This is an optimization exercise on Yosys and OpenROAD, whose aim is small area, not a production implementation.
The RTL was checked by simulation tests, not by an equivalence proof against the original design.
No activity file was given, so power comes from the tool's default toggle rates.

## flow/design.v (module list and top-level ports; edited modules follow where they fit)
// module mips_inv: 1 lines
// module mips_nand2: 1 lines
// module mips_nand3: 1 lines
// module mips_nand4: 1 lines
// module mips_nor2: 1 lines
// module mips_nor3: 1 lines
// module mips_nor4: 1 lines
// module mips_xor2: 1 lines
// module mips_xnor2: 1 lines
// module mips_a21oi: 1 lines
// module mips_o21ai: 1 lines
// module mips_mux2i: 1 lines
// module mips_aoi22: 3 lines
// module mips_aoi221: 3 lines
// module mips_aoi222: 3 lines
// module mips_o31ai: 1 lines
// module mips_mux2: 1 lines
// module mips_alu: 971 lines
// module mips_rdbit: 19 lines
// module mips_rdbit_x: 20 lines
// module mips_dec: 19 lines
// module mips_rtype: 6 lines
// module mips_alu_ctl: 40 lines
// module mips_decode: 30 lines
// module mips_exec_top: 86 lines
module mips_exec_top (
  input  logic        clock,
  input  logic        reset_n,
  input  logic [5:0]  opc,
  input  logic [5:0]  func,
  input  logic [4:0]  Number1,
  input  logic [4:0]  Number2,
  output logic [31:0] exit
);
  // ...
==> flow/run.sh <==
#!/bin/bash
# synth_recipe.tcl (not shown) runs the flow's synth.tcl, then flattens the netlist and writes it again
# the make line also repeats each setting of config.mk as NAME=value (left out here)
make -C /OpenROAD-flow-scripts/flow DESIGN_CONFIG=/design/flow/config.mk WORK_HOME=/design/flow/orfs CLKGATE_MAP_FILE= SYNTH_SCRIPT=/design/flow/synth_recipe.tcl finish
==> flow/config.mk <==
export PLATFORM = sky130hd
export DESIGN_NAME = mips_exec_top
export DESIGN_NICKNAME = mips_exec_top
export VERILOG_FILES = /design/flow/design.v
export SDC_FILE = /design/flow/constraint.sdc
export NUM_CORES = 4
export LEC_CHECK = 0
export CAP_MARGIN = 20
export CORE_MARGIN = 2
export CORE_UTILIZATION = 45
export CTS_BUF_LIST = sky130_fd_sc_hd__clkbuf_8
export CTS_CLUSTER_DIAMETER = 45
export CTS_CLUSTER_SIZE = 14
export SETUP_SLACK_MARGIN = 0.2
export SLEW_MARGIN = 20
export SYNTH_HIERARCHICAL = 1
==> flow/constraint.sdc <==
create_clock -name core_clock -period 7.0 [get_ports {clock}]
set_input_delay 1.4000 -clock core_clock [delete_from_list [all_inputs] [get_ports {clock}]]
set_output_delay 1.4000 -clock core_clock [all_outputs]
set_load 0.01 [all_outputs]
==> metrics.cfg, run 1 <==
[outcome]
status = complete, no violations

[place]
dp_cells = 5295
place.gp.congestion = 1.03

[global_routing]
grt_use_total_pct = 38.8
antenna_found_initial = 9
grt_pass1_wl_um = 297000
use_met2_pct = 56.9

[power_and_ir_drop]
power_frac_comb_pct = 10.0
pwr-share-clk_pct = 35.4
power_density_mw_per_mm2 = 210
p_int_w = 0.00941
comb_power_w = 0.00127

[floorplan]
initial_core_util_pct = 45.4

[cells_and_area]
buffers = 829
multi_input_area_share_pct = 27.6
final_area_mm2 = 0.0604
final_layout_size_suffix_gt1_share_pct = 30.8
seq_area_mm2 = 0.0314
multi_input_area_mm2 = 0.0167
final_common_cell = edfxtp_1

[routing]
via_count = 40900
first_pass_iters = 22

[timing]
max_freq_ghz = 0.149
setup-violations-final = 0
fin_ws_ns = 0.300

[setup_path]
path_cells = clkdlybuf4s50_1 -> buf_12 -> and3b_1 -> buf_4 -> and3_2 -> buf_4 -> buf_4 -> a222oi_1 -> nand4_1 -> o31ai_2 -> xor2_1 -> xor2_1 -> nand2_1 -> nor2_1 -> a21oi_2 -> o21ai_2 -> inv_1 -> o21ai_1 -> mux2_4 -> a221oi_2 -> buf_4 -> xor2_4 -> buf_12 -> mux2_2
rrSetupSlack_ns = 1.40
cp.buffers_inverters = 8
crit_top_cell = buf_4
crit_end = exit_q[0]

[run]
maxCapViolCount = 0

[synthesis]
yosys_warnings = 10

[clock_network]
clk_pin_slew_worst_paths_ns = 0.09

[min_path]
hold_start = exit_q[2]

==> inputs of run 2 (changes only) <==
--- a/flow/design.v
+++ b/flow/design.v
@@ -362,124 +362,188 @@
   logic rt4_24;
   logic rt4_25;
   logic rt4_26;
   logic rt4_27;
   logic rt4_28;
   logic rt4_29;
   logic rt4_30;
   logic rt4_31;
-  logic yn0;
+  logic x1_0;
+  logic x2_0;
+  logic y0;
   logic p_0_inv;
   logic qn0;
   logic fill0;
-  logic yn1;
+  logic x1_1;
+  logic x2_1;
+  logic y1;
   logic p_1_inv;
   logic qn1;
-  logic yn2;
+  logic x1_2;
+  logic x2_2;
+  logic y2;
   logic p_2_inv;
   logic qn2;
   logic gx17_inv;
-  logic yn3;
+  logic x1_3;
+  logic x2_3;
+  logic y3;
   logic p_3_inv;
   logic qn3;
-  logic yn4;
+  logic x1_4;
+  logic x2_4;
+  logic y4;
   logic p_4_inv;
   logic qn4;
   logic gx33_inv;
-  logic yn5;
+  logic x1_5;
+  logic x2_5;
+  logic y5;
   logic p_5_inv;
   logic qn5;
-  logic yn6;
+  logic x1_6;
+  logic x2_6;
+  logic y6;
   logic p_6_inv;
   logic qn6;
-  logic yn7;
+  logic x1_7;
+  logic x2_7;
+  logic y7;
   logic p_7_inv;
   logic qn7;
-  logic yn8;
+  logic x1_8;
+  logic x2_8;
+  logic y8;
   logic p_8_inv;
   logic qn8;
   logic gx49_inv;
-  logic yn9;
+  logic x1_9;
+  logic x2_9;
+  logic y9;
   logic p_9_inv;
   logic qn9;
-  logic yn10;
+  logic x1_10;
+  logic x2_10;
+  logic y10;
   logic p_10_inv;
   logic qn10;
-  logic yn11;
+  logic x1_11;
+  logic x2_11;
+  logic y11;
   logic p_11_inv;
   logic qn11;
   logic gx52_inv;
-  logic yn12;
+  logic x1_12;
+  logic x2_12;
+  logic y12;
   logic p_12_inv;
   logic qn12;
-  logic yn13;
+  logic x1_13;
+  logic x2_13;
+  logic y13;
   logic p_13_inv;
   logic qn13;
   logic gx54_inv;
-  logic yn14;
+  logic x1_14;
+  logic x2_14;
+  logic y14;
   logic p_14_inv;
   logic qn14;
   logic gx55_inv;
-  logic yn15;
+  logic x1_15;
+  logic x2_15;
+  logic y15;
   logic p_15_inv;
   logic qn15;
-  logic yn16;
+  logic x1_16;
+  logic x2_16;
+  logic y16;
   logic p_16_inv;
   logic qn16;
   logic gx65_inv;
-  logic yn17;
+  logic x1_17;
+  logic x2_17;
+  logic y17;
   logic p_17_inv;
   logic qn17;
-  logic yn18;
+  logic x1_18;
+  logic x2_18;
+  logic y18;
   logic p_18_inv;
   logic qn18;
-  logic yn19;
+  logic x1_19;
+  logic x2_19;
+  logic y19;
   logic p_19_inv;
   logic qn19;
   logic gx68_inv;
-  logic yn20;
+  logic x1_20;
+  logic x2_20;
+  logic y20;
   logic p_20_inv;
   logic qn20;
-  logic yn21;
+  logic x1_21;
+  logic x2_21;
+  logic y21;
   logic p_21_inv;
   logic qn21;
   logic gx70_inv;
-  logic yn22;
+  logic x1_22;
+  logic x2_22;
+  logic y22;
   logic p_22_inv;
   logic qn22;
   logic gx71_inv;
-  logic yn23;
+  logic x1_23;
+  logic x2_23;
+  logic y23;
   logic p_23_inv;
   logic qn23;
-  logic yn24;
+  logic x1_24;
+  logic x2_24;
+  logic y24;
   logic p_24_inv;
   logic qn24;
-  logic yn25;
+  logic x1_25;
+  logic x2_25;
+  logic y25;
   logic p_25_inv;
   logic qn25;
   logic gx74_inv;
-  logic yn26;
+  logic x1_26;
+  logic x2_26;
+  logic y26;
   logic p_26_inv;
   logic qn26;
   logic gx75_inv;
-  logic yn27;
+  logic x1_27;
+  logic x2_27;
+  logic y27;
   logic p_27_inv;
   logic qn27;
-  logic yn28;
+  logic x1_28;
+  logic x2_28;
+  logic y28;
   logic p_28_inv;
   logic qn28;
   logic gx77_inv;
-  logic yn29;
+  logic x1_29;
+  logic x2_29;
+  logic y29;
   logic p_29_inv;
   logic qn29;
-  logic yn30;
+  logic x1_30;
+  logic x2_30;
+  logic y30;
   logic p_30_inv;
   logic qn30;
-  logic yn31;
+  logic x1_31;
+  logic x2_31;
+  logic y31;
   logic p_31_inv;
   logic qn31;
   mips_nor2 u_nor2_1 (.a(an_i[0]), .b(bxn_i[0]), .y(g[0]));
   mips_xor2 u_xor2_1 (.a(an_i[0]), .b(bxn_i[0]), .y(p[0]));
   mips_nor2 u_nor2_2 (.a(an_i[1]), .b(bxn_i[1]), .y(g[1]));
   mips_xor2 u_xor2_2 (.a(an_i[1]), .b(bxn_i[1]), .y(p[1]));
   mips_nor2 u_nor2_3 (.a(an_i[2]), .b(bxn_i[2]), .y(g[2]));
   mips_xor2 u_xor2_3 (.a(an_i[2]), .b(bxn_i[2]), .y(p[2]));
@@ -853,158 +917,222 @@
   mips_mux2i u_mux2i_153 (.a(rt3_24), .b(rt3_8), .s(r_i[4]), .y(rt4_24));
   mips_mux2i u_mux2i_154 (.a(rt3_25), .b(rt3_9), .s(r_i[4]), .y(rt4_25));
   mips_mux2i u_mux2i_155 (.a(rt3_26), .b(rt3_10), .s(r_i[4]), .y(rt4_26));
   mips_mux2i u_mux2i_156 (.a(rt3_27), .b(rt3_11), .s(r_i[4]), .y(rt4_27));
   mips_mux2i u_mux2i_157 (.a(rt3_28), .b(rt3_12), .s(r_i[4]), .y(rt4_28));
   mips_mux2i u_mux2i_158 (.a(rt3_29), .b(rt3_13), .s(r_i[4]), .y(rt4_29));
   mips_mux2i u_mux2i_159 (.a(rt3_30), .b(rt3_14), .s(r_i[4]), .y(rt4_30));
   mips_mux2i u_mux2i_160 (.a(rt3_31), .b(rt3_15), .s(r_i[4]), .y(rt4_31));
-  mips_aoi222 u_aoi222_1 (.a0(cadd_i), .b0(sub_i), .a1(cg_i), .b1(g[0]), .a2(shen_i[0]), .b2(rt4_0), .y(yn0));
+  mips_aoi22 u_aoi22_1 (.a0(cadd_i), .b0(sub_i), .a1(cg_i), .b1(g[0]), .y(x1_0));
+  mips_nand2 u_nand2_33 (.a(shen_i[0]), .b(rt4_0), .y(x2_0));
+  mips_nand2 u_nand2_34 (.a(x1_0), .b(x2_0), .y(y0));
   mips_inv u_inv_28 (.a(p[0]), .y(p_0_inv));
   mips_mux2 u_mux2_1 (.a(f0_c0_i), .b(f0_c1_i), .s(gx79), .y(fill0));
   mips_aoi221 u_aoi221_1 (.a0(p[0]), .b0(e1_i), .a1(p_0_inv), .b1(e2_i), .c(fill0), .y(qn0));
-  mips_xor2 u_xor2_33 (.a(qn0), .b(yn0), .y(result_o[0]));
-  mips_aoi222 u_aoi222_2 (.a0(cadd_i), .b0(gg0_inv), .a1(cg_i), .b1(g[1]), .a2(shen_i[1]), .b2(rt4_1), .y(yn1));
+  mips_xnor2 u_xnor2_1 (.a(qn0), .b(y0), .y(result_o[0]));
+  mips_aoi22 u_aoi22_2 (.a0(cadd_i), .b0(gg0_inv), .a1(cg_i), .b1(g[1]), .y(x1_1));
+  mips_nand2 u_nand2_35 (.a(shen_i[1]), .b(rt4_1), .y(x2_1));
+  mips_nand2 u_nand2_36 (.a(x1_1), .b(x2_1), .y(y1));
   mips_inv u_inv_29 (.a(p[1]), .y(p_1_inv));
   mips_aoi221 u_aoi221_2 (.a0(p[1]), .b0(e1_i), .a1(p_1_inv), .b1(e2_i), .c(fill_i[1]), .y(qn1));
-  mips_xor2 u_xor2_34 (.a(qn1), .b(yn1), .y(result_o[1]));
-  mips_aoi222 u_aoi222_3 (.a0(cadd_i), .b0(gx1_inv), .a1(cg_i), .b1(g[2]), .a2(shen_i[2]), .b2(rt4_2), .y(yn2));
+  mips_xnor2 u_xnor2_2 (.a(qn1), .b(y1), .y(result_o[1]));
+  mips_aoi22 u_aoi22_3 (.a0(cadd_i), .b0(gx1_inv), .a1(cg_i), .b1(g[2]), .y(x1_2));
+  mips_nand2 u_nand2_37 (.a(shen_i[2]), .b(rt4_2), .y(x2_2));
+  mips_nand2 u_nand2_38 (.a(x1_2), .b(x2_2), .y(y2));
   mips_inv u_inv_30 (.a(p[2]), .y(p_2_inv));
   mips_aoi221 u_aoi221_3 (.a0(p[2]), .b0(e1_i), .a1(p_2_inv), .b1(e2_i), .c(fill_i[2]), .y(qn2));
-  mips_xor2 u_xor2_35 (.a(qn2), .b(yn2), .y(result_o[2]));
+  mips_xnor2 u_xnor2_3 (.a(qn2), .b(y2), .y(result_o[2]));
   mips_inv u_inv_31 (.a(gx17), .y(gx17_inv));
-  mips_aoi222 u_aoi222_4 (.a0(cadd_i), .b0(gx17_inv), .a1(cg_i), .b1(g[3]), .a2(shen_i[3]), .b2(rt4_3), .y(yn3));
+  mips_aoi22 u_aoi22_4 (.a0(cadd_i), .b0(gx17_inv), .a1(cg_i), .b1(g[3]), .y(x1_3));
+  mips_nand2 u_nand2_39 (.a(shen_i[3]), .b(rt4_3), .y(x2_3));
+  mips_nand2 u_nand2_40 (.a(x1_3), .b(x2_3), .y(y3));
   mips_inv u_inv_32 (.a(p[3]), .y(p_3_inv));
   mips_aoi221 u_aoi221_4 (.a0(p[3]), .b0(e1_i), .a1(p_3_inv), .b1(e2_i), .c(fill_i[3]), .y(qn3));
-  mips_xor2 u_xor2_36 (.a(qn3), .b(yn3), .y(result_o[3]));
-  mips_aoi222 u_aoi222_5 (.a0(cadd_i), .b0(gx18), .a1(cg_i), .b1(g[4]), .a2(shen_i[4]), .b2(rt4_4), .y(yn4));
+  mips_xnor2 u_xnor2_4 (.a(qn3), .b(y3), .y(result_o[3]));
+  mips_aoi22 u_aoi22_5 (.a0(cadd_i), .b0(gx18), .a1(cg_i), .b1(g[4]), .y(x1_4));
+  mips_nand2 u_nand2_41 (.a(shen_i[4]), .b(rt4_4), .y(x2_4));
+  mips_nand2 u_nand2_42 (.a(x1_4), .b(x2_4), .y(y4));
   mips_inv u_inv_33 (.a(p[4]), .y(p_4_inv));
   mips_aoi221 u_aoi221_5 (.a0(p[4]), .b0(e1_i), .a1(p_4_inv), .b1(e2_i), .c(fill_i[4]), .y(qn4));
-  mips_xor2 u_xor2_37 (.a(qn4), .b(yn4), .y(result_o[4]));
+  mips_xnor2 u_xnor2_5 (.a(qn4), .b(y4), .y(result_o[4]));
   mips_inv u_inv_34 (.a(gx33), .y(gx33_inv));
-  mips_aoi222 u_aoi222_6 (.a0(cadd_i), .b0(gx33_inv), .a1(cg_i), .b1(g[5]), .a2(shen_i[5]), .b2(rt4_5), .y(yn5));
+  mips_aoi22 u_aoi22_6 (.a0(cadd_i), .b0(gx33_inv), .a1(cg_i), .b1(g[5]), .y(x1_5));
+  mips_nand2 u_nand2_43 (.a(shen_i[5]), .b(rt4_5), .y(x2_5));
+  mips_nand2 u_nand2_44 (.a(x1_5), .b(x2_5), .y(y5));
   mips_inv u_inv_35 (.a(p[5]), .y(p_5_inv));
   mips_aoi221 u_aoi221_6 (.a0(p[5]), .b0(e1_i), .a1(p_5_inv), .b1(e2_i), .c(fill_i[5]), .y(qn5));
-  mips_xor2 u_xor2_38 (.a(qn5), .b(yn5), .y(result_o[5]));
-  mips_aoi222 u_aoi222_7 (.a0(cadd_i), .b0(gx34), .a1(cg_i), .b1(g[6]), .a2(shen_i[6]), .b2(rt4_6), .y(yn6));
+  mips_xnor2 u_xnor2_6 (.a(qn5), .b(y5), .y(result_o[5]));
+  mips_aoi22 u_aoi22_7 (.a0(cadd_i), .b0(gx34), .a1(cg_i), .b1(g[6]), .y(x1_6));
+  mips_nand2 u_nand2_45 (.a(shen_i[6]), .b(rt4_6), .y(x2_6));
+  mips_nand2 u_nand2_46 (.a(x1_6), .b(x2_6), .y(y6));
   mips_inv u_inv_36 (.a(p[6]), .y(p_6_inv));
   mips_aoi221 u_aoi221_7 (.a0(p[6]), .b0(e1_i), .a1(p_6_inv), .b1(e2_i), .c(fill_i[6]), .y(qn6));
-  mips_xor2 u_xor2_39 (.a(qn6), .b(yn6), .y(result_o[6]));
-  mips_aoi222 u_aoi222_8 (.a0(cadd_i), .b0(gx35), .a1(cg_i), .b1(g[7]), .a2(shen_i[7]), .b2(rt4_7), .y(yn7));
+  mips_xnor2 u_xnor2_7 (.a(qn6), .b(y6), .y(result_o[6]));
+  mips_aoi22 u_aoi22_8 (.a0(cadd_i), .b0(gx35), .a1(cg_i), .b1(g[7]), .y(x1_7));
+  mips_nand2 u_nand2_47 (.a(shen_i[7]), .b(rt4_7), .y(x2_7));
+  mips_nand2 u_nand2_48 (.a(x1_7), .b(x2_7), .y(y7));
   mips_inv u_inv_37 (.a(p[7]), .y(p_7_inv));
   mips_aoi221 u_aoi221_8 (.a0(p[7]), .b0(e1_i), .a1(p_7_inv), .b1(e2_i), .c(fill_i[7]), .y(qn7));
-  mips_xor2 u_xor2_40 (.a(qn7), .b(yn7), .y(result_o[7]));
-  mips_aoi222 u_aoi222_9 (.a0(cadd_i), .b0(gx36_inv), .a1(cg_i), .b1(g[8]), .a2(shen_i[8]), .b2(rt4_8), .y(yn8));
+  mips_xnor2 u_xnor2_8 (.a(qn7), .b(y7), .y(result_o[7]));
+  mips_aoi22 u_aoi22_9 (.a0(cadd_i), .b0(gx36_inv), .a1(cg_i), .b1(g[8]), .y(x1_8));
+  mips_nand2 u_nand2_49 (.a(shen_i[8]), .b(rt4_8), .y(x2_8));
+  mips_nand2 u_nand2_50 (.a(x1_8), .b(x2_8), .y(y8));
   mips_inv u_inv_38 (.a(p[8]), .y(p_8_inv));
   mips_aoi221 u_aoi221_9 (.a0(p[8]), .b0(e1_i), .a1(p_8_inv), .b1(e2_i), .c(fill_i[8]), .y(qn8));
-  mips_xor2 u_xor2_41 (.a(qn8), .b(yn8), .y(result_o[8]));
+  mips_xnor2 u_xnor2_9 (.a(qn8), .b(y8), .y(result_o[8]));
   mips_inv u_inv_39 (.a(gx49), .y(gx49_inv));
-  mips_aoi222 u_aoi222_10 (.a0(cadd_i), .b0(gx49_inv), .a1(cg_i), .b1(g[9]), .a2(shen_i[9]), .b2(rt4_9), .y(yn9));
+  mips_aoi22 u_aoi22_10 (.a0(cadd_i), .b0(gx49_inv), .a1(cg_i), .b1(g[9]), .y(x1_9));
+  mips_nand2 u_nand2_51 (.a(shen_i[9]), .b(rt4_9), .y(x2_9));
+  mips_nand2 u_nand2_52 (.a(x1_9), .b(x2_9), .y(y9));
   mips_inv u_inv_40 (.a(p[9]), .y(p_9_inv));
   mips_aoi221 u_aoi221_10 (.a0(p[9]), .b0(e1_i), .a1(p_9_inv), .b1(e2_i), .c(fill_i[9]), .y(qn9));
-  mips_xor2 u_xor2_42 (.a(qn9), .b(yn9), .y(result_o[9]));
-  mips_aoi222 u_aoi222_11 (.a0(cadd_i), .b0(gx50), .a1(cg_i), .b1(g[10]), .a2(shen_i[10]), .b2(rt4_10), .y(yn10));
+  mips_xnor2 u_xnor2_10 (.a(qn9), .b(y9), .y(result_o[9]));
+  mips_aoi22 u_aoi22_11 (.a0(cadd_i), .b0(gx50), .a1(cg_i), .b1(g[10]), .y(x1_10));
+  mips_nand2 u_nand2_53 (.a(shen_i[10]), .b(rt4_10), .y(x2_10));
+  mips_nand2 u_nand2_54 (.a(x1_10), .b(x2_10), .y(y10));
   mips_inv u_inv_41 (.a(p[10]), .y(p_10_inv));
   mips_aoi221 u_aoi221_11 (.a0(p[10]), .b0(e1_i), .a1(p_10_inv), .b1(e2_i), .c(fill_i[10]), .y(qn10));
-  mips_xor2 u_xor2_43 (.a(qn10), .b(yn10), .y(result_o[10]));
-  mips_aoi222 u_aoi222_12 (.a0(cadd_i), .b0(gx51), .a1(cg_i), .b1(g[11]), .a2(shen_i[11]), .b2(rt4_11), .y(yn11));
+  mips_xnor2 u_xnor2_11 (.a(qn10), .b(y10), .y(result_o[10]));
+  mips_aoi22 u_aoi22_12 (.a0(cadd_i), .b0(gx51), .a1(cg_i), .b1(g[11]), .y(x1_11));
+  mips_nand2 u_nand2_55 (.a(shen_i[11]), .b(rt4_11), .y(x2_11));
+  mips_nand2 u_nand2_56 (.a(x1_11), .b(x2_11), .y(y11));
   mips_inv u_inv_42 (.a(p[11]), .y(p_11_inv));
   mips_aoi221 u_aoi221_12 (.a0(p[11]), .b0(e1_i), .a1(p_11_inv), .b1(e2_i), .c(fill_i[11]), .y(qn11));
-  mips_xor2 u_xor2_44 (.a(qn11), .b(yn11), .y(result_o[11]));
+  mips_xnor2 u_xnor2_12 (.a(qn11), .b(y11), .y(result_o[11]));
   mips_inv u_inv_43 (.a(gx52), .y(gx52_inv));
-  mips_aoi222 u_aoi222_13 (.a0(cadd_i), .b0(gx52_inv), .a1(cg_i), .b1(g[12]), .a2(shen_i[12]), .b2(rt4_12), .y(yn12));
+  mips_aoi22 u_aoi22_13 (.a0(cadd_i), .b0(gx52_inv), .a1(cg_i), .b1(g[12]), .y(x1_12));
+  mips_nand2 u_nand2_57 (.a(shen_i[12]), .b(rt4_12), .y(x2_12));
+  mips_nand2 u_nand2_58 (.a(x1_12), .b(x2_12), .y(y12));
   mips_inv u_inv_44 (.a(p[12]), .y(p_12_inv));
   mips_aoi221 u_aoi221_13 (.a0(p[12]), .b0(e1_i), .a1(p_12_inv), .b1(e2_i), .c(fill_i[12]), .y(qn12));
-  mips_xor2 u_xor2_45 (.a(qn12), .b(yn12), .y(result_o[12]));
-  mips_aoi222 u_aoi222_14 (.a0(cadd_i), .b0(gx53), .a1(cg_i), .b1(g[13]), .a2(shen_i[13]), .b2(rt4_13), .y(yn13));
+  mips_xnor2 u_xnor2_13 (.a(qn12), .b(y12), .y(result_o[12]));
+  mips_aoi22 u_aoi22_14 (.a0(cadd_i), .b0(gx53), .a1(cg_i), .b1(g[13]), .y(x1_13));
+  mips_nand2 u_nand2_59 (.a(shen_i[13]), .b(rt4_13), .y(x2_13));
+  mips_nand2 u_nand2_60 (.a(x1_13), .b(x2_13), .y(y13));
   mips_inv u_inv_45 (.a(p[13]), .y(p_13_inv));
   mips_aoi221 u_aoi221_14 (.a0(p[13]), .b0(e1_i), .a1(p_13_inv), .b1(e2_i), .c(fill_i[13]), .y(qn13));
-  mips_xor2 u_xor2_46 (.a(qn13), .b(yn13), .y(result_o[13]));
+  mips_xnor2 u_xnor2_14 (.a(qn13), .b(y13), .y(result_o[13]));
   mips_inv u_inv_46 (.a(gx54), .y(gx54_inv));
-  mips_aoi222 u_aoi222_15 (.a0(cadd_i), .b0(gx54_inv), .a1(cg_i), .b1(g[14]), .a2(shen_i[14]), .b2(rt4_14), .y(yn14));
+  mips_aoi22 u_aoi22_15 (.a0(cadd_i), .b0(gx54_inv), .a1(cg_i), .b1(g[14]), .y(x1_14));
+  mips_nand2 u_nand2_61 (.a(shen_i[14]), .b(rt4_14), .y(x2_14));
+  mips_nand2 u_nand2_62 (.a(x1_14), .b(x2_14), .y(y14));
   mips_inv u_inv_47 (.a(p[14]), .y(p_14_inv));
   mips_aoi221 u_aoi221_15 (.a0(p[14]), .b0(e1_i), .a1(p_14_inv), .b1(e2_i), .c(fill_i[14]), .y(qn14));
-  mips_xor2 u_xor2_47 (.a(qn14), .b(yn14), .y(result_o[14]));
+  mips_xnor2 u_xnor2_15 (.a(qn14), .b(y14), .y(result_o[14]));
   mips_inv u_inv_48 (.a(gx55), .y(gx55_inv));
-  mips_aoi222 u_aoi222_16 (.a0(cadd_i), .b0(gx55_inv), .a1(cg_i), .b1(g[15]), .a2(shen_i[15]), .b2(rt4_15), .y(yn15));
+  mips_aoi22 u_aoi22_16 (.a0(cadd_i), .b0(gx55_inv), .a1(cg_i), .b1(g[15]), .y(x1_15));
+  mips_nand2 u_nand2_63 (.a(shen_i[15]), .b(rt4_15), .y(x2_15));
+  mips_nand2 u_nand2_64 (.a(x1_15), .b(x2_15), .y(y15));
   mips_inv u_inv_49 (.a(p[15]), .y(p_15_inv));
   mips_aoi221 u_aoi221_16 (.a0(p[15]), .b0(e1_i), .a1(p_15_inv), .b1(e2_i), .c(fill_i[15]), .y(qn15));
-  mips_xor2 u_xor2_48 (.a(qn15), .b(yn15), .y(result_o[15]));
-  mips_aoi222 u_aoi222_17 (.a0(cadd_i), .b0(gx56), .a1(cg_i), .b1(g[16]), .a2(shen_i[16]), .b2(rt4_16), .y(yn16));
+  mips_xnor2 u_xnor2_16 (.a(qn15), .b(y15), .y(result_o[15]));
+  mips_aoi22 u_aoi22_17 (.a0(cadd_i), .b0(gx56), .a1(cg_i), .b1(g[16]), .y(x1_16));
+  mips_nand2 u_nand2_65 (.a(shen_i[16]), .b(rt4_16), .y(x2_16));
+  mips_nand2 u_nand2_66 (.a(x1_16), .b(x2_16), .y(y16));
   mips_inv u_inv_50 (.a(p[16]), .y(p_16_inv));
   mips_aoi221 u_aoi221_17 (.a0(p[16]), .b0(e1_i), .a1(p_16_inv), .b1(e2_i), .c(fill_i[16]), .y(qn16));
-  mips_xor2 u_xor2_49 (.a(qn16), .b(yn16), .y(result_o[16]));
+  mips_xnor2 u_xnor2_17 (.a(qn16), .b(y16), .y(result_o[16]));
   mips_inv u_inv_51 (.a(gx65), .y(gx65_inv));
-  mips_aoi222 u_aoi222_18 (.a0(cadd_i), .b0(gx65_inv), .a1(cg_i), .b1(g[17]), .a2(shen_i[17]), .b2(rt4_17), .y(yn17));
+  mips_aoi22 u_aoi22_18 (.a0(cadd_i), .b0(gx65_inv), .a1(cg_i), .b1(g[17]), .y(x1_17));
+  mips_nand2 u_nand2_67 (.a(shen_i[17]), .b(rt4_17), .y(x2_17));
+  mips_nand2 u_nand2_68 (.a(x1_17), .b(x2_17), .y(y17));
   mips_inv u_inv_52 (.a(p[17]), .y(p_17_inv));
   mips_aoi221 u_aoi221_18 (.a0(p[17]), .b0(e1_i), .a1(p_17_inv), .b1(e2_i), .c(fill_i[17]), .y(qn17));
-  mips_xor2 u_xor2_50 (.a(qn17), .b(yn17), .y(result_o[17]));
-  mips_aoi222 u_aoi222_19 (.a0(cadd_i), .b0(gx66), .a1(cg_i), .b1(g[18]), .a2(shen_i[18]), .b2(rt4_18), .y(yn18));
+  mips_xnor2 u_xnor2_18 (.a(qn17), .b(y17), .y(result_o[17]));
+  mips_aoi22 u_aoi22_19 (.a0(cadd_i), .b0(gx66), .a1(cg_i), .b1(g[18]), .y(x1_18));
+  mips_nand2 u_nand2_69 (.a(shen_i[18]), .b(rt4_18), .y(x2_18));
+  mips_nand2 u_nand2_70 (.a(x1_18), .b(x2_18), .y(y18));
   mips_inv u_inv_53 (.a(p[18]), .y(p_18_inv));
   mips_aoi221 u_aoi221_19 (.a0(p[18]), .b0(e1_i), .a1(p_18_inv), .b1(e2_i), .c(fill_i[18]), .y(qn18));
-  mips_xor2 u_xor2_51 (.a(qn18), .b(yn18), .y(result_o[18]));
-  mips_aoi222 u_aoi222_20 (.a0(cadd_i), .b0(gx67), .a1(cg_i), .b1(g[19]), .a2(shen_i[19]), .b2(rt4_19), .y(yn19));
+  mips_xnor2 u_xnor2_19 (.a(qn18), .b(y18), .y(result_o[18]));
+  mips_aoi22 u_aoi22_20 (.a0(cadd_i), .b0(gx67), .a1(cg_i), .b1(g[19]), .y(x1_19));
+  mips_nand2 u_nand2_71 (.a(shen_i[19]), .b(rt4_19), .y(x2_19));
+  mips_nand2 u_nand2_72 (.a(x1_19), .b(x2_19), .y(y19));
   mips_inv u_inv_54 (.a(p[19]), .y(p_19_inv));
   mips_aoi221 u_aoi221_20 (.a0(p[19]), .b0(e1_i), .a1(p_19_inv), .b1(e2_i), .c(fill_i[19]), .y(qn19));
-  mips_xor2 u_xor2_52 (.a(qn19), .b(yn19), .y(result_o[19]));
+  mips_xnor2 u_xnor2_20 (.a(qn19), .b(y19), .y(result_o[19]));
   mips_inv u_inv_55 (.a(gx68), .y(gx68_inv));
-  mips_aoi222 u_aoi222_21 (.a0(cadd_i), .b0(gx68_inv), .a1(cg_i), .b1(g[20]), .a2(shen_i[20]), .b2(rt4_20), .y(yn20));
+  mips_aoi22 u_aoi22_21 (.a0(cadd_i), .b0(gx68_inv), .a1(cg_i), .b1(g[20]), .y(x1_20));
+  mips_nand2 u_nand2_73 (.a(shen_i[20]), .b(rt4_20), .y(x2_20));
+  mips_nand2 u_nand2_74 (.a(x1_20), .b(x2_20), .y(y20));
   mips_inv u_inv_56 (.a(p[20]), .y(p_20_inv));
   mips_aoi221 u_aoi221_21 (.a0(p[20]), .b0(e1_i), .a1(p_20_inv), .b1(e2_i), .c(fill_i[20]), .y(qn20));
-  mips_xor2 u_xor2_53 (.a(qn20), .b(yn20), .y(result_o[20]));
-  mips_aoi222 u_aoi222_22 (.a0(cadd_i), .b0(gx69), .a1(cg_i), .b1(g[21]), .a2(shen_i[21]), .b2(rt4_21), .y(yn21));
+  mips_xnor2 u_xnor2_21 (.a(qn20), .b(y20), .y(result_o[20]));
+  mips_aoi22 u_aoi22_22 (.a0(cadd_i), .b0(gx69), .a1(cg_i), .b1(g[21]), .y(x1_21));
+  mips_nand2 u_nand2_75 (.a(shen_i[21]), .b(rt4_21), .y(x2_21));
+  mips_nand2 u_nand2_76 (.a(x1_21), .b(x2_21), .y(y21));
   mips_inv u_inv_57 (.a(p[21]), .y(p_21_inv));
   mips_aoi221 u_aoi221_22 (.a0(p[21]), .b0(e1_i), .a1(p_21_inv), .b1(e2_i), .c(fill_i[21]), .y(qn21));
-  mips_xor2 u_xor2_54 (.a(qn21), .b(yn21), .y(result_o[21]));
+  mips_xnor2 u_xnor2_22 (.a(qn21), .b(y21), .y(result_o[21]));
   mips_inv u_inv_58 (.a(gx70), .y(gx70_inv));
-  mips_aoi222 u_aoi222_23 (.a0(cadd_i), .b0(gx70_inv), .a1(cg_i), .b1(g[22]), .a2(shen_i[22]), .b2(rt4_22), .y(yn22));
+  mips_aoi22 u_aoi22_23 (.a0(cadd_i), .b0(gx70_inv), .a1(cg_i), .b1(g[22]), .y(x1_22));
+  mips_nand2 u_nand2_77 (.a(shen_i[22]), .b(rt4_22), .y(x2_22));
+  mips_nand2 u_nand2_78 (.a(x1_22), .b(x2_22), .y(y22));
   mips_inv u_inv_59 (.a(p[22]), .y(p_22_inv));
   mips_aoi221 u_aoi221_23 (.a0(p[22]), .b0(e1_i), .a1(p_22_inv), .b1(e2_i), .c(fill_i[22]), .y(qn22));
-  mips_xor2 u_xor2_55 (.a(qn22), .b(yn22), .y(result_o[22]));
+  mips_xnor2 u_xnor2_23 (.a(qn22), .b(y22), .y(result_o[22]));
   mips_inv u_inv_60 (.a(gx71), .y(gx71_inv));
-  mips_aoi222 u_aoi222_24 (.a0(cadd_i), .b0(gx71_inv), .a1(cg_i), .b1(g[23]), .a2(shen_i[23]), .b2(rt4_23), .y(yn23));
+  mips_aoi22 u_aoi22_24 (.a0(cadd_i), .b0(gx71_inv), .a1(cg_i), .b1(g[23]), .y(x1_23));
+  mips_nand2 u_nand2_79 (.a(shen_i[23]), .b(rt4_23), .y(x2_23));
+  mips_nand2 u_nand2_80 (.a(x1_23), .b(x2_23), .y(y23));
   mips_inv u_inv_61 (.a(p[23]), .y(p_23_inv));
   mips_aoi221 u_aoi221_24 (.a0(p[23]), .b0(e1_i), .a1(p_23_inv), .b1(e2_i), .c(fill_i[23]), .y(qn23));
-  mips_xor2 u_xor2_56 (.a(qn23), .b(yn23), .y(result_o[23]));
-  mips_aoi222 u_aoi222_25 (.a0(cadd_i), .b0(gx72), .a1(cg_i), .b1(g[24]), .a2(shen_i[24]), .b2(rt4_24), .y(yn24));
+  mips_xnor2 u_xnor2_24 (.a(qn23), .b(y23), .y(result_o[23]));
+  mips_aoi22 u_aoi22_25 (.a0(cadd_i), .b0(gx72), .a1(cg_i), .b1(g[24]), .y(x1_24));
+  mips_nand2 u_nand2_81 (.a(shen_i[24]), .b(rt4_24), .y(x2_24));
+  mips_nand2 u_nand2_82 (.a(x1_24), .b(x2_24), .y(y24));
   mips_inv u_inv_62 (.a(p[24]), .y(p_24_inv));
   mips_aoi221 u_aoi221_25 (.a0(p[24]), .b0(e1_i), .a1(p_24_inv), .b1(e2_i), .c(fill_i[24]), .y(qn24));
-  mips_xor2 u_xor2_57 (.a(qn24), .b(yn24), .y(result_o[24]));
-  mips_aoi222 u_aoi222_26 (.a0(cadd_i), .b0(gx73), .a1(cg_i), .b1(g[25]), .a2(shen_i[25]), .b2(rt4_25), .y(yn25));
+  mips_xnor2 u_xnor2_25 (.a(qn24), .b(y24), .y(result_o[24]));
+  mips_aoi22 u_aoi22_26 (.a0(cadd_i), .b0(gx73), .a1(cg_i), .b1(g[25]), .y(x1_25));
+  mips_nand2 u_nand2_83 (.a(shen_i[25]), .b(rt4_25), .y(x2_25));
+  mips_nand2 u_nand2_84 (.a(x1_25), .b(x2_25), .y(y25));
   mips_inv u_inv_63 (.a(p[25]), .y(p_25_inv));
   mips_aoi221 u_aoi221_26 (.a0(p[25]), .b0(e1_i), .a1(p_25_inv), .b1(e2_i), .c(fill_i[25]), .y(qn25));
-  mips_xor2 u_xor2_58 (.a(qn25), .b(yn25), .y(result_o[25]));
+  mips_xnor2 u_xnor2_26 (.a(qn25), .b(y25), .y(result_o[25]));
   mips_inv u_inv_64 (.a(gx74), .y(gx74_inv));
-  mips_aoi222 u_aoi222_27 (.a0(cadd_i), .b0(gx74_inv), .a1(cg_i), .b1(g[26]), .a2(shen_i[26]), .b2(rt4_26), .y(yn26));
+  mips_aoi22 u_aoi22_27 (.a0(cadd_i), .b0(gx74_inv), .a1(cg_i), .b1(g[26]), .y(x1_26));
+  mips_nand2 u_nand2_85 (.a(shen_i[26]), .b(rt4_26), .y(x2_26));
+  mips_nand2 u_nand2_86 (.a(x1_26), .b(x2_26), .y(y26));
   mips_inv u_inv_65 (.a(p[26]), .y(p_26_inv));
   mips_aoi221 u_aoi221_27 (.a0(p[26]), .b0(e1_i), .a1(p_26_inv), .b1(e2_i), .c(fill_i[26]), .y(qn26));
-  mips_xor2 u_xor2_59 (.a(qn26), .b(yn26), .y(result_o[26]));
+  mips_xnor2 u_xnor2_27 (.a(qn26), .b(y26), .y(result_o[26]));
   mips_inv u_inv_66 (.a(gx75), .y(gx75_inv));
-  mips_aoi222 u_aoi222_28 (.a0(cadd_i), .b0(gx75_inv), .a1(cg_i), .b1(g[27]), .a2(shen_i[27]), .b2(rt4_27), .y(yn27));
+  mips_aoi22 u_aoi22_28 (.a0(cadd_i), .b0(gx75_inv), .a1(cg_i), .b1(g[27]), .y(x1_27));
+  mips_nand2 u_nand2_87 (.a(shen_i[27]), .b(rt4_27), .y(x2_27));
+  mips_nand2 u_nand2_88 (.a(x1_27), .b(x2_27), .y(y27));
   mips_inv u_inv_67 (.a(p[27]), .y(p_27_inv));
   mips_aoi221 u_aoi221_28 (.a0(p[27]), .b0(e1_i), .a1(p_27_inv), .b1(e2_i), .c(fill_i[27]), .y(qn27));
-  mips_xor2 u_xor2_60 (.a(qn27), .b(yn27), .y(result_o[27]));
-  mips_aoi222 u_aoi222_29 (.a0(cadd_i), .b0(gx76), .a1(cg_i), .b1(g[28]), .a2(shen_i[28]), .b2(rt4_28), .y(yn28));
+  mips_xnor2 u_xnor2_28 (.a(qn27), .b(y27), .y(result_o[27]));
+  mips_aoi22 u_aoi22_29 (.a0(cadd_i), .b0(gx76), .a1(cg_i), .b1(g[28]), .y(x1_28));
+  mips_nand2 u_nand2_89 (.a(shen_i[28]), .b(rt4_28), .y(x2_28));
+  mips_nand2 u_nand2_90 (.a(x1_28), .b(x2_28), .y(y28));
   mips_inv u_inv_68 (.a(p[28]), .y(p_28_inv));
   mips_aoi221 u_aoi221_29 (.a0(p[28]), .b0(e1_i), .a1(p_28_inv), .b1(e2_i), .c(fill_i[28]), .y(qn28));
-  mips_xor2 u_xor2_61 (.a(qn28), .b(yn28), .y(result_o[28]));
+  mips_xnor2 u_xnor2_29 (.a(qn28), .b(y28), .y(result_o[28]));
   mips_inv u_inv_69 (.a(gx77), .y(gx77_inv));
-  mips_aoi222 u_aoi222_30 (.a0(cadd_i), .b0(gx77_inv), .a1(cg_i), .b1(g[29]), .a2(shen_i[29]), .b2(rt4_29), .y(yn29));
+  mips_aoi22 u_aoi22_30 (.a0(cadd_i), .b0(gx77_inv), .a1(cg_i), .b1(g[29]), .y(x1_29));
+  mips_nand2 u_nand2_91 (.a(shen_i[29]), .b(rt4_29), .y(x2_29));
+  mips_nand2 u_nand2_92 (.a(x1_29), .b(x2_29), .y(y29));
   mips_inv u_inv_70 (.a(p[29]), .y(p_29_inv));
   mips_aoi221 u_aoi221_30 (.a0(p[29]), .b0(e1_i), .a1(p_29_inv), .b1(e2_i), .c(fill_i[29]), .y(qn29));
-  mips_xor2 u_xor2_62 (.a(qn29), .b(yn29), .y(result_o[29]));
-  mips_aoi222 u_aoi222_31 (.a0(cadd_i), .b0(gx78), .a1(cg_i), .b1(g[30]), .a2(shen_i[30]), .b2(rt4_30), .y(yn30));
+  mips_xnor2 u_xnor2_30 (.a(qn29), .b(y29), .y(result_o[29]));
+  mips_aoi22 u_aoi22_31 (.a0(cadd_i), .b0(gx78), .a1(cg_i), .b1(g[30]), .y(x1_30));
+  mips_nand2 u_nand2_93 (.a(shen_i[30]), .b(rt4_30), .y(x2_30));
+  mips_nand2 u_nand2_94 (.a(x1_30), .b(x2_30), .y(y30));
   mips_inv u_inv_71 (.a(p[30]), .y(p_30_inv));
   mips_aoi221 u_aoi221_31 (.a0(p[30]), .b0(e1_i), .a1(p_30_inv), .b1(e2_i), .c(fill_i[30]), .y(qn30));
-  mips_xor2 u_xor2_63 (.a(qn30), .b(yn30), .y(result_o[30]));
-  mips_aoi222 u_aoi222_32 (.a0(cadd_i), .b0(gx79), .a1(cg_i), .b1(g[31]), .a2(shen_i[31]), .b2(rt4_31), .y(yn31));
+  mips_xnor2 u_xnor2_31 (.a(qn30), .b(y30), .y(result_o[30]));
+  mips_aoi22 u_aoi22_32 (.a0(cadd_i), .b0(gx79), .a1(cg_i), .b1(g[31]), .y(x1_31));
+  mips_nand2 u_nand2_95 (.a(shen_i[31]), .b(rt4_31), .y(x2_31));
+  mips_nand2 u_nand2_96 (.a(x1_31), .b(x2_31), .y(y31));
   mips_inv u_inv_72 (.a(p[31]), .y(p_31_inv));
   mips_aoi221 u_aoi221_32 (.a0(p[31]), .b0(e1_i), .a1(p_31_inv), .b1(e2_i), .c(fill_i[31]), .y(qn31));
-  mips_xor2 u_xor2_64 (.a(qn31), .b(yn31), .y(result_o[31]));
+  mips_xnor2 u_xnor2_32 (.a(qn31), .b(y31), .y(result_o[31]));
   assign p31_o = p[31];
   assign g31_o = g[31];
 endmodule
 `default_nettype wire
 `default_nettype none
 module mips_rdbit (
   input  logic [30:0] s,
   input  logic [30:0] d,
==> flow/flow/run.sh (new file) <==
#!/bin/bash
# Layout flow: the standard ORFS flow (standard.sh, unchanged synthesis),
# with faster port buffers (buf_4 instead of the default delay-cell choice).
# make's full output goes to flow_make.log in this folder; ORFS keeps each
# tool's own log under orfs/logs/.
set -euo pipefail
bash standard.sh \
  BUFFER_PORTS_ARGS="-buffer_cell sky130_fd_sc_hd__buf_4" \
  finish > flow_make.log 2>&1
==> flow/standard.sh (new file) <==
#!/bin/bash
# synth_recipe.tcl (not shown) runs the flow's synth.tcl, then flattens the netlist and writes it again
# the make line also repeats each setting of config.mk as NAME=value (left out here)
make -C /OpenROAD-flow-scripts/flow DESIGN_CONFIG=/design/flow/config.mk WORK_HOME=/design/flow/orfs CLKGATE_MAP_FILE= SYNTH_SCRIPT=/design/flow/synth_recipe.tcl "${@:-finish}"
--- a/flow/config.mk
+++ b/flow/config.mk
@@ -6,11 +6,12 @@
 export NUM_CORES = 4
 export LEC_CHECK = 0
 export CAP_MARGIN = 20
 export CORE_MARGIN = 2
 export CORE_UTILIZATION = 45
 export CTS_BUF_LIST = sky130_fd_sc_hd__clkbuf_8
 export CTS_CLUSTER_DIAMETER = 45
 export CTS_CLUSTER_SIZE = 14
+export GPL_TIMING_DRIVEN = 0
 export SETUP_SLACK_MARGIN = 0.2
 export SLEW_MARGIN = 20
 export SYNTH_HIERARCHICAL = 1
removed: flow/run.sh
==> run 2 against run 1 <==
Against the previous run:
- sequential share of layout area grew 3.3 points
- clock skew is 0.022 ns higher
- register-to-register slack lost 0.62 ns
- critical endpoint unchanged
- first-iteration DRC count down 14%
- largest power group unchanged
- critical path depth down 2
- maximum frequency down 2.5%
- global-route usage fell by 3.8 points
- largest cell class unchanged
- clock-buffer cell count decreased by 3
==> metrics.cfg, run 2 <==
[outcome]
status = complete, no violations  ; unchanged

[routing]
first_pass_iters = 13  ; was 22
drt_iter0_drc = 9156  ; was 10.6k
via_count = 38400  ; was 40.9k
vias_per_cell = 7.57  ; was 7.43
drc = 0  ; unchanged
wirelength_um = 200000  ; was 215000 um
ant_nets = 0  ; unchanged
wl_per_cell_um = 39.6  ; was 39.1 um

[timing]
hold_violations = 0  ; unchanged
timing.final.crit_share_pct = 98.2  ; was 95.7%
tightest_slew_ns = 1.16  ; was 1.25 ns
fin_ws_ns = 0.126  ; was 0.300 ns
period_minus_slack_ns = 6.87  ; was 6.70 ns
final-max-slew-violation-count = 0  ; unchanged
max_freq_ghz = 0.145  ; was 0.149 GHz
skew_ns = 0.102  ; was 0.0803 ns
setup-violations-final = 0  ; unchanged
relSlewSlack_pct = 22.6  ; was 16.3%
rsz0062_at_grt = no  ; unchanged

[power_and_ir_drop]
power_frac_comb_pct = 8.1  ; was 10.0%
power_density_mw_per_mm2 = 220  ; was 210 mW/mm2
p_sw_share_pct = 25.2  ; was 25.9%
power.switching_w = 0.00315  ; was 0.00328 W
finalPower_w = 0.0125  ; was 0.0127 W
ir_drop_mv = 0.269  ; was 0.153 mV
p_int_w = 0.00937  ; was 0.00941 W
pwr-share-clk_pct = 36.6  ; was 35.4%
power.leakage_nw = 20.4  ; was 22.4 nW
seqPwrFrac_pct = 55.3  ; was 54.6%

[cells_and_area]
syn_to_final_growth_pct = 17.9  ; was 26.2%
final_area_mm2 = 0.0568  ; was 0.0604 mm2
top_regs = mem_q x992, exit_q x32, wr_q x31  ; unchanged
final_cell_mix = edfxtp_1 (992), a222oi_1 (640), nand2_1 (191)  ; was edfxtp_1 (992), a222oi_1 (672), buf_4 (660)
layout.cells.non_filler = 5064  ; was 5512
largest-register = mem_q  ; unchanged
nNetsFinal = 3588  ; was 4045
largest_reg_flops = 992  ; unchanged
fill_cells = 8682  ; was 8279
final_common_cell = edfxtp_1  ; unchanged
final_util_pct = 53.3  ; was 57.3%
final_layout_size_suffix_gt1_share_pct = 24.1  ; was 30.8%

[place]
pre_cts_slack_ns = -3.14  ; was -0.354 ns
hpwl_um = 129000  ; was 151000 um
portBuffers = 55  ; unchanged
dp_cells = 4800  ; was 5295
place_area_mm2 = 0.0532  ; was 0.0579 mm2
place.gp.congestion = 0.977  ; was 1.03

[setup_path]
cp-end-kind = register  ; unchanged
critical_path_arrival_ns = 7.63  ; was 7.47 ns
crit_fanout = 20  ; was 32
path_class = in -> reg  ; unchanged
setup.worst_path.start_class = input pin  ; unchanged
slowest_delay_ns = 0.67  ; was 0.55 ns
cp_slowest_cell = nor3_2  ; was o31ai_2
critPathRequiredTime_ns = 7.76  ; was 7.77 ns
path_cells = buf_4 -> buf_4 -> nor2_1 -> and2_2 -> and3_4 -> a222oi_1 -> nand4_1 -> nor3_2 -> mux2_4 -> xor2_1 -> xor2_1 -> nand2_1 -> nor2_1 -> a21oi_2 -> o21ai_4 -> clkinvlp_4 -> o21ai_2 -> mux2_4 -> a221oi_4 -> xnor2_4 -> buf_8 -> mux2_2  ; was clkdlybuf4s50_1 -> buf_12 -> and3b_1 -> buf_4 -> and3_2 -> buf_4 -> buf_4 -> a222oi_1 -> nand4_1 -> o31ai_2 -> xor2_1 -> xor2_1 -> nand2_1 -> nor2_1 -> a21oi_2 -> o21ai_2 -> inv_1 -> o21ai_1 -> mux2_4 -> a221oi_2 -> buf_4 -> xor2_4 -> buf_12 -> mux2_2

[synthesis]
syn_avg_cell_area_um2 = 15.0  ; was 15.2 um2
synthCells = 3205  ; was 3141
yosys_warnings = 10  ; unchanged
syn_nets = 3229  ; was 3165
syn-cell-area_mm2 = 0.0482  ; was 0.0479 mm2

[floorplan]
die_x_um = 331  ; was 330 um
core-area_mm2 = 0.107  ; was 0.105 mm2
row_count = 120  ; was 119
dieArea_mm2 = 0.110  ; was 0.109 mm2
io_pins = 56  ; unchanged
die-height_um = 331  ; was 330 um
initial_core_util_pct = 45.2  ; was 45.4%

[clock_network]
cts_buffers = 113  ; was 114
clk_latency_ns = 0.87  ; was 0.84 ns
htree_levels = 3  ; unchanged
clk_pin_slew_worst_paths_ns = 0.08  ; was 0.09 ns
cts_root_buf = clkbuf_8  ; unchanged
cts_max_path_buffers = 3  ; unchanged
cts_tree = yes  ; unchanged
clkSinkCount = 1055  ; unchanged

[global_routing]
grt-busiest-layer = met2  ; unchanged
grt_pass1_vias = 37100  ; was 39.4k
grt_pass1_wl_um = 273000  ; was 297000 um
antenna_found_initial = 18  ; was 9
use_met2_pct = 50.8  ; was 56.9%
grt_use_total_pct = 35.0  ; was 38.8%
gr-total-overflow = 0  ; unchanged
grt_max_degree = 64  ; was 95
met1_usage_pct = 46.0  ; was 51.3%
met3_usage_pct = 12.1  ; was 12.2%

[min_path]
hp-class = reg -> reg  ; unchanged

[run]
maxCapViolCount = 0  ; unchanged

==> run 2: changes by cell type in the layout (fill, tap and decap cells not counted), sizes merged, moves of 3 or more <==
| cell | previous run | this run |
|---|---|---|
| a222oi | 672 | 640 |
| a22oi | 7 | 39 |
| and3 | 56 | 65 |
| buf | 775 | 272 |
| bufinv | 10 | 14 |
| clkbuf | 118 | 143 |
| clkdlybuf4s50 | 54 | 0 |
| clkinv | 44 | 36 |
| diode | 4 | 7 |
| nand2 | 128 | 192 |
| xnor2 | 2 | 34 |
| xor2 | 98 | 66 |
==> run 2: power groups by stage <==
stage	logic [W]	clock network (W)	registers, W
floorplan	0.000544	0	0.00703
CTS	0.000936	0.00462	0.00691
detailed placement	0.000902	0	0.00704
global placement	0.000841	0	0.00705
global route	0.00105	0.00484	0.00693
finish	0.00101	0.00459	0.00693
==> run 2: final cells by class <==
cell class | instances | area, um2 | area share [%]
inverters | 85 | 323 | 0.568
clock buffers | 115 | 1580 | 2.79
diodes | 7 | 17.5 | 0.0308
multi-input cells | 2009 | 17200 | 30.4
repair buffers | 236 | 3150 | 5.55
plain buffers | 64 | 364 | 0.641
well taps | 1403 | 1760 | 3.09
clock inverters | 90 | 1010 | 1.78
flip-flops and latches | 1055 | 31400 | 55.2
==> run 2: per-layer routing <==
layer  up-vias  part of all wire, %
met5         -                 0.10
met2      3482                   43
met3       582                   16
met1     19200                   35
li1      15100                    -
met4        10                  6.0
==> run 2: path summary, 6_finish.rpt <==
kind / start / to / slack (ns) / cells after the start
min in group asynchronous: reset_n / exit_q[2] / 0.63 / 1
hold reg to reg: wr_q[25] / wr_q[25] / 0.50 / 1
setup / recovery: Number2[2] / exit_q[0] / 0.13 / 22
max in group asynchronous: reset_n / wr_q[15] / 5.74 / 1
hold / removal: wr_q[25] / wr_q[25] / 0.50 / 1
setup reg to reg: wr_q[4] / exit_q[26] / 0.78 / 26
==> run 2: critical path: cells and delay by family <==
| kind | cells | cell delay, ns |
|---|---|---|
| xor gates and xnor gates | 3 | 0.60 |
| AOI/OAI and AO/OA | 5 | 1.53 |
| buffers and inverters | 4 | 0.87 |
| muxes | 3 | 0.95 |
| and+or+nand+nor | 7 | 2.21 |
==> run 2: timing repair <==
item                                    4_1_cts  5_1_grt
hold buffers                                  0        0
pin swaps                                    21       32
endpoints found under the setup margin     1024      595
buffers inserted                             13       31
cloned                                        7        2
gates resized for setup                      42       53
==> run 2: metrics by stage <==
step | TNS [ns] | hold WS [ns]
detailed placement | -1872.90 | 0.457
global placement | -4345.54 | 0.451
global route | 0 | 0.503
floorplan | 0 | 0.432
CTS | 0 | 0.490
finish | 0 | 0.499
==> inputs of run 3 (changes only) <==
==> flow/flow/run.sh (replaced) <==
#!/bin/bash
# Layout flow: the standard ORFS flow (standard.sh, unchanged synthesis)
# with two settings changed: port buffers are buf_4 (instead of the delay
# cells the default choice picks), and the resizer may change a gate's drive
# strength across footprints (MATCH_CELL_FOOTPRINT=0), so it can upsize a
# weak gate instead of adding buffers after it.
# make's full output goes to flow_make.log in this folder; ORFS keeps each
# tool's own log under orfs/logs/.
set -euo pipefail
bash standard.sh \
  BUFFER_PORTS_ARGS="-buffer_cell sky130_fd_sc_hd__buf_4" \
  MATCH_CELL_FOOTPRINT=0 \
  finish > flow_make.log 2>&1
--- a/flow/config.mk
+++ b/flow/config.mk
@@ -12,6 +12,6 @@
 export CTS_CLUSTER_DIAMETER = 45
 export CTS_CLUSTER_SIZE = 14
 export GPL_TIMING_DRIVEN = 0
-export SETUP_SLACK_MARGIN = 0.2
+export SETUP_SLACK_MARGIN = 0.3
 export SLEW_MARGIN = 20
 export SYNTH_HIERARCHICAL = 1
==> run 3 against run 2 <==
Against the previous run:
- maximum frequency rose by 0.93%
- first-iteration DRC count rose by 0.96%
- critical path depth rose by 1
- clock power fell by 4%
- clock-buffer cell count fell by 2
- global-route usage fell by 0.24 points
- still clean
- die area did not move
- register-to-register slack improved by 0.17 ns
==> metrics.cfg, run 3 <==
[setup_path]
reg2reg_from = wr_q[27]  ; was wr_q[4]
startpoint = Number2[0]  ; was Number2[2]
critPathRequiredTime_ns = 7.68  ; was 7.76 ns
cp-end-kind = register  ; unchanged
path_class = in -> reg  ; unchanged
critical_path_arrival_ns = 7.49  ; was 7.63 ns
setup.worst_path.start_class = input pin  ; unchanged
crit_fanout = 22  ; was 20

[cells_and_area]
largest_reg_flops = 992  ; unchanged
nNetsFinal = 3584  ; was 3588
final_layout_size_suffix_gt1_share_pct = 23.6  ; was 24.1%
final_cell_mix = edfxtp_1 (992), a222oi_1 (640), nand2_1 (190)  ; was edfxtp_1 (992), a222oi_1 (640), nand2_1 (191)
top_regs = mem_q x992, exit_q x32, wr_q x31  ; unchanged
syn_to_final_growth_pct = 17.8  ; was 17.9%
largest-register = mem_q  ; unchanged
final_common_cell = edfxtp_1  ; unchanged
final_area_mm2 = 0.0568  ; about the same
final_util_pct = 53.3  ; about the same

[place]
place_area_mm2 = 0.0536  ; was 0.0532 mm2
place.gp.congestion = 0.978  ; was 0.977
hpwl_um = 132000  ; was 129000 um
portBuffers = 55  ; unchanged

[routing]
vias_per_cell = 7.54  ; was 7.57
wirelength_um = 198000  ; was 200000 um
drc = 0  ; unchanged
first_pass_iters = 14  ; was 13
wl_per_cell_um = 39.1  ; was 39.6 um
ant_nets = 0  ; unchanged
drt_iter0_drc = 9244  ; was 9156
via_count = 38200  ; was 38.4k

[outcome]
status = complete, no violations  ; unchanged

[clock_network]
clk_latency_ns = 0.84  ; was 0.87 ns
cts_root_buf = clkbuf_8  ; unchanged
cts_tree = yes  ; unchanged
htree_levels = 3  ; unchanged
cts_buffers = 111  ; was 113
clk_pin_slew_worst_paths_ns = 0.07  ; was 0.08 ns
cts_hold_buf = 0  ; unchanged
clkSinkCount = 1055  ; unchanged
cts_max_path_buffers = 3  ; unchanged

[timing]
skew_ns = 0.0611  ; was 0.102 ns
rsz0062_at_grt = yes  ; was no
period_minus_slack_ns = 6.81  ; was 6.87 ns
setup-violations-final = 0  ; unchanged
max_freq_ghz = 0.147  ; was 0.145 GHz
tightest_slew_ns = 1.17  ; was 1.16 ns
relSlewSlack_pct = 22.2  ; was 22.6%
timing.final.crit_share_pct = 97.3  ; was 98.2%
finalSetupTns_ns = 0  ; unchanged
final-max-slew-violation-count = 0  ; unchanged
hold_violations = 0  ; unchanged

[global_routing]
grt_pass1_wl_um = 272000  ; was 273000 um
gr-total-overflow = 0  ; unchanged
grt_pass1_vias = 37000  ; was 37.1k
grt_use_total_pct = 34.8  ; was 35.0%
grt_max_degree = 64  ; unchanged
antenna_found_initial = 6  ; was 18

[floorplan]
core-area_mm2 = 0.107  ; unchanged
initial_core_util_pct = 45.2  ; unchanged
io_pins = 56  ; unchanged
die_x_um = 331  ; unchanged
die-height_um = 331  ; unchanged
row_count = 120  ; unchanged
dieArea_mm2 = 0.110  ; unchanged

[synthesis]
yosys_warnings = 10  ; unchanged
syn_nets = 3229  ; unchanged
syn_avg_cell_area_um2 = 15.0  ; unchanged
synthCells = 3205  ; unchanged
syn-cell-area_mm2 = 0.0482  ; unchanged

[min_path]
hp-class = reg -> reg  ; unchanged
hold_start = wr_q[25]  ; unchanged

[power_and_ir_drop]
power_density_mw_per_mm2 = 217  ; was 220 mW/mm2
power.leakage_nw = 20.3  ; was 20.4 nW
finalPower_w = 0.0123  ; was 0.0125 W
ir_drop_mv = 0.195  ; was 0.269 mV

[run]
maxCapViolCount = 0  ; unchanged

==> run 3: cell types whose count changed in the layout (fill, tap and decap cells not counted), sizes merged <==
cell	delta
xnor2	+1
buf	-4
and3	-2
clkinvlp	-2
bufinv	-2
inv	+4
clkbuf	+1
diode	+2
==> run 3: metal layers <==
metal / global-route usage (%) / vias to the layer above / part of all wire [%]
li1: - / 15100 / -
met1: 44.7 / 19100 / 35
met2: 52.9 / 3384 / 44
met3: 11.0 / 570 / 15
met4: 18.2 / 4 / 6.1
met5: 0 / - / 0.014
==> run 3: final cells by class <==
class                   count  area (um2)
flip-flops and latches   1055       31400
clock buffers             113        1560
fillers                  8700       49800
repair buffers            234        3370
diodes                      9        22.5
plain buffers              65         373
well taps                1403        1760
clock inverters            90         897
inverters                  85         323
multi-input cells        2008       17100
==> run 3: where the power goes <==
| part | switching, W | total (W) | internal (W) |
|---|---|---|---|
| clock network | 0.00237 | 0.00440 | 0.00203 |
| registers | 0.0000655 | 0.00692 | 0.00686 |
| logic | 0.000646 | 0.000995 | 0.000349 |
==> run 3: worst paths after layout <==
kind                              endpoint  slack (ns)  depth (start not counted)
max in group asynchronous         wr_q[23]        5.74                          1
worst max register to register   exit_q[0]        0.95                         18
worst min register to register    wr_q[25]        0.48                          1
worst max-delay path             exit_q[0]        0.19                         23
worst min-delay path              wr_q[25]        0.48                          1
min in group asynchronous       exit_q[30]        0.68                          1
==> run 3: stage by stage <==
stage / cells / setup slack [ns] / hold WS, ns
after floorplan: 3205 / 0.318 / 0.432
after global placement: 4663 / -4.92 / 0.447
after detailed placement: 4811 / -2.66 / 0.452
after CTS: 5041 / 0.227 / 0.479
after global routing: 5055 / 0.205 / 0.501
final: 5062 / 0.189 / 0.480
==> run 3: worst max-delay path, cell delays in order <==
cell        delay [ns]
buf_4             0.18
buf_2             0.26
nor2_2            0.19
and2_1            0.24
and3_2            0.40
buf_12            0.26
a222oi_1          0.40
nand4_1           0.43
nor3_4            0.41
mux2_4            0.22
xor2_1            0.28
xor2_2            0.28
nand2_1           0.15
nor2_1            0.16
a21oi_2           0.13
o21ai_4           0.31
clkinvlp_4        0.18
o21ai_2           0.23
mux2_4            0.39
a221oi_4          0.31
xnor2_4           0.15
buf_16            0.19
mux2_2            0.27
==> run 3: what timing repair did <==
item                                    CTS  global route
setup buffers                            20            11
resized for setup                        45            41
pin swaps                                26            24
setup endpoints to repair              1024           322
cloned                                    7             1
endpoints found under the hold margin     0             0
==> inputs of run 4 (changes only) <==
==> flow/flow/run.sh (replaced) <==
#!/bin/bash
# Layout flow: the standard ORFS flow (standard.sh, unchanged synthesis)
# with three settings changed: port buffers are buf_4 (instead of the delay
# cells the default choice picks); the resizer may change a gate's drive
# strength across footprints (MATCH_CELL_FOOTPRINT=0), so it can upsize a
# weak gate instead of adding buffers after it; and CTS builds the tree from
# clkbuf_8 in small sink clusters without dummy load cells.
# make's full output goes to flow_make.log in this folder; ORFS keeps each
# tool's own log under orfs/logs/.
set -euo pipefail
bash standard.sh \
  BUFFER_PORTS_ARGS="-buffer_cell sky130_fd_sc_hd__buf_4" \
  MATCH_CELL_FOOTPRINT=0 \
  CTS_ARGS="-sink_clustering_enable -repair_clock_nets -sink_clustering_size 14 -sink_clustering_max_diameter 45 -buf_list sky130_fd_sc_hd__clkbuf_8 -dont_use_dummy_load" \
  finish > flow_make.log 2>&1
==> run 4 against run 3 <==
Against the previous run:
- still clean
- die area did not move
- non-clock buffer count rose by 10
- synthesized cell count did not move
- largest power group unchanged
==> metrics.cfg, run 4 <==
[global_routing]
grt_pass1_vias = 37000  ; about the same
gr-total-overflow = 0  ; unchanged
grt_use_total_pct = 34.7  ; was 34.8%
grt_max_degree = 64  ; unchanged
grt_pass1_wl_um = 271000  ; was 272000 um
antenna_found_initial = 10  ; was 6

[setup_path]
setup.worst_path.start_class = input pin  ; unchanged
path_class = in -> reg  ; unchanged
cp-end-kind = register  ; unchanged
critical_path_arrival_ns = 7.41  ; was 7.49 ns
crit_fanout = 20  ; was 22
critPathRequiredTime_ns = 7.67  ; was 7.68 ns

[cells_and_area]
final_cell_mix = edfxtp_1 (992), a222oi_1 (640), nand2_1 (190)  ; unchanged
final_area_mm2 = 0.0561  ; was 0.0568 mm2
top_regs = mem_q x992, exit_q x32, wr_q x31  ; unchanged
largest-register = mem_q  ; unchanged
syn_to_final_growth_pct = 16.3  ; was 17.8%
fill_cells = 8750  ; was 8700
largest_reg_flops = 992  ; unchanged
nNetsFinal = 3596  ; was 3584
final_common_cell = edfxtp_1  ; unchanged
final_layout_size_suffix_gt1_share_pct = 22.7  ; was 23.6%

[place]
hpwl_um = 132000  ; unchanged
place_area_mm2 = 0.0536  ; unchanged
portBuffers = 55  ; unchanged
place.gp.congestion = 0.978  ; unchanged

[floorplan]
die-height_um = 331  ; unchanged
row_count = 120  ; unchanged
io_pins = 56  ; unchanged
dieArea_mm2 = 0.110  ; unchanged
die_x_um = 331  ; unchanged
initial_core_util_pct = 45.2  ; unchanged
core-area_mm2 = 0.107  ; unchanged

[clock_network]
clk_latency_ns = 0.84  ; about the same
cts_max_path_buffers = 3  ; unchanged
clkSinkCount = 1055  ; unchanged
cts_buffers = 111  ; unchanged
cts_root_buf = clkbuf_8  ; unchanged
cts_hold_buf = 0  ; unchanged
htree_levels = 3  ; unchanged
cts_tree = yes  ; unchanged
clk_pin_slew_worst_paths_ns = 0.05  ; was 0.07 ns

[run]
maxCapViolCount = 0  ; unchanged

[timing]
relSlewSlack_pct = 21.7  ; was 22.2%
final-max-slew-violation-count = 0  ; unchanged
rsz0062_at_grt = yes  ; unchanged
max_freq_ghz = 0.148  ; was 0.147 GHz
hold_violations = 0  ; unchanged
skew_ns = 0.112  ; was 0.0611 ns
timing.final.crit_share_pct = 96.3  ; was 97.3%
tightest_slew_ns = 1.17  ; about the same
setup-violations-final = 0  ; unchanged
period_minus_slack_ns = 6.74  ; was 6.81 ns
hold_slack_ns = 0.479  ; was 0.480 ns

[routing]
drt_iter0_drc = 8998  ; was 9244
ant_nets = 0  ; unchanged
first_pass_iters = 11  ; was 14
wirelength_um = 198000  ; about the same
vias_per_cell = 7.63  ; was 7.54
wl_per_cell_um = 39.8  ; was 39.1 um
via_count = 38000  ; was 38.2k
drc = 0  ; unchanged

[power_and_ir_drop]
power_density_mw_per_mm2 = 202  ; was 217 mW/mm2
power.leakage_nw = 19.9  ; was 20.3 nW
ir_drop_mv = 0.183  ; was 0.195 mV

[synthesis]
syn_avg_cell_area_um2 = 15.0  ; unchanged
syn-cell-area_mm2 = 0.0482  ; unchanged
synthCells = 3205  ; unchanged
yosys_warnings = 10  ; unchanged
syn_nets = 3229  ; unchanged

[outcome]
status = complete, no violations  ; unchanged

[min_path]
hp-class = reg -> reg  ; unchanged

## run 4: routing by layer
metal  share of wire (%)  vias up  global-route usage, %
met5               0.024        -                      0
met4                 6.4        6                   18.9
met3                  15      586                   11.0
met2                  44     3414                   52.3
met1                  35    19000                   44.5
li1                    -    15100                      -
## run 4: path summary, 6_finish.rpt
check                           slack (ns)       start  depth (start not counted)    endpoint
worst min register to register        0.48    wr_q[25]                          1    wr_q[25]
worst min-delay path                  0.48    wr_q[25]                          1    wr_q[25]
worst max-delay path                  0.26  Number2[3]                         21   exit_q[0]
min in group asynchronous             0.69     reset_n                          1  exit_q[27]
max in group asynchronous             5.70     reset_n                          1    wr_q[20]
worst max register to register        0.94    wr_q[27]                         18   exit_q[0]
## run 4: cell type report
| cell class | instances | area, um2 | area share, % |
|---|---|---|---|
| Tap cell | 1403 | 1760 | 3.13 |
| Clock buffer | 111 | 1530 | 2.73 |
| Sequential cell | 1055 | 31400 | 56.0 |
| Timing Repair Buffer | 244 | 3460 | 6.18 |
| Buffer | 65 | 380 | 0.679 |
| Antenna cell | 14 | 35.0 | 0.0625 |
| Inverter | 85 | 323 | 0.576 |
| Multi-Input combinational cell | 2010 | 17200 | 30.7 |
## run 4: critical path: stages
cell and delay (ns):
buf_4 0.18, clkbuf_4 0.21, and3b_1 0.23, and3_2 0.43, a222oi_1 0.57, nand4_1 0.61, nor3_4 0.34, mux2_4 0.20
xor2_1 0.29, xor2_2 0.31, nand2_1 0.15, o21ai_4 0.28, a21oi_2 0.16, o21ai_4 0.31, clkinvlp_4 0.18, o21ai_2 0.23
mux2_4 0.37, a221oi_4 0.29, xnor2_4 0.15, buf_16 0.19, mux2_2 0.27
## run 4: repair_timing
item	4_1_cts	5_1_grt
buffers inserted	18	23
gates resized for setup	46	62
gates cloned	7	3
pin swaps	25	42
endpoints found under the setup margin	1024	466
## run 4: power breakdown
part	switching (W)	internal [W]
Clock	0.00200	0.00139
Combinational	0.000650	0.000353
Sequential	0.0000700	0.00686
## run 4: through the flow
step	setup TNS, ns	util, %	power (W)	cells	setup WS, ns
global placement	-4233.02	47.4	0.00788	4663	-4.92
floorplan	0	-	0.00757	3205	0.318
CTS	0	52.1	0.0113	4947	0.277
finish	0	52.6	0.0113	4987	0.261
detailed placement	-1577.57	50.3	0.00794	4811	-2.66
global route	0	52.6	0.0116	4975	0.278

[afterwards: timing with drivers on the ports]
Ports are ideal in the flow. The routed layouts listed here were re-timed in OpenROAD.
Step 1 (the two cells are an assumption about what drives the block):
set clk [get_ports {clock}]
set_driving_cell -lib_cell sky130_fd_sc_hd__clkbuf_16 $clk
set_driving_cell -lib_cell sky130_fd_sc_hd__buf_2 [delete_from_list [all_inputs] $clk]
Step 2, shift: input delay + t, output delay - t, t = (earliest + latest rising clock arrival at the registers) / 2. This alone moves slack from input paths to output paths.
Slacks: ideal / step 1 / step 2; pairs: ideal / step 1.
run | shift t [ns] | setup WS [ns] | worst hold slack (ns) | latest minus earliest clock arrival (ns) | pins driven straight from the clock port
run 1 | 0.869 | 0.300 / 0.340 / -0.529 | 0.515 / 0.473 / 0.515 | 0.080 / 0.080 | 1
run 2 | 0.888 | 0.126 / 0.159 / -0.729 | 0.499 / 0.499 / 0.499 | 0.102 / 0.102 | 1
run 3 | 0.873 | 0.189 / 0.229 / -0.644 | 0.480 / 0.480 / 0.480 | 0.061 / 0.061 | 1
run 4 | 0.855 | 0.261 / 0.301 / -0.554 | 0.479 / 0.479 / 0.479 | 0.112 / 0.112 | 1
With both steps, setup timing fails in every run listed, where it was met with ideal ports. The setup slack of run 2, which loses most, moves by +0.033 ns with the drivers and by -0.855 ns with both steps.
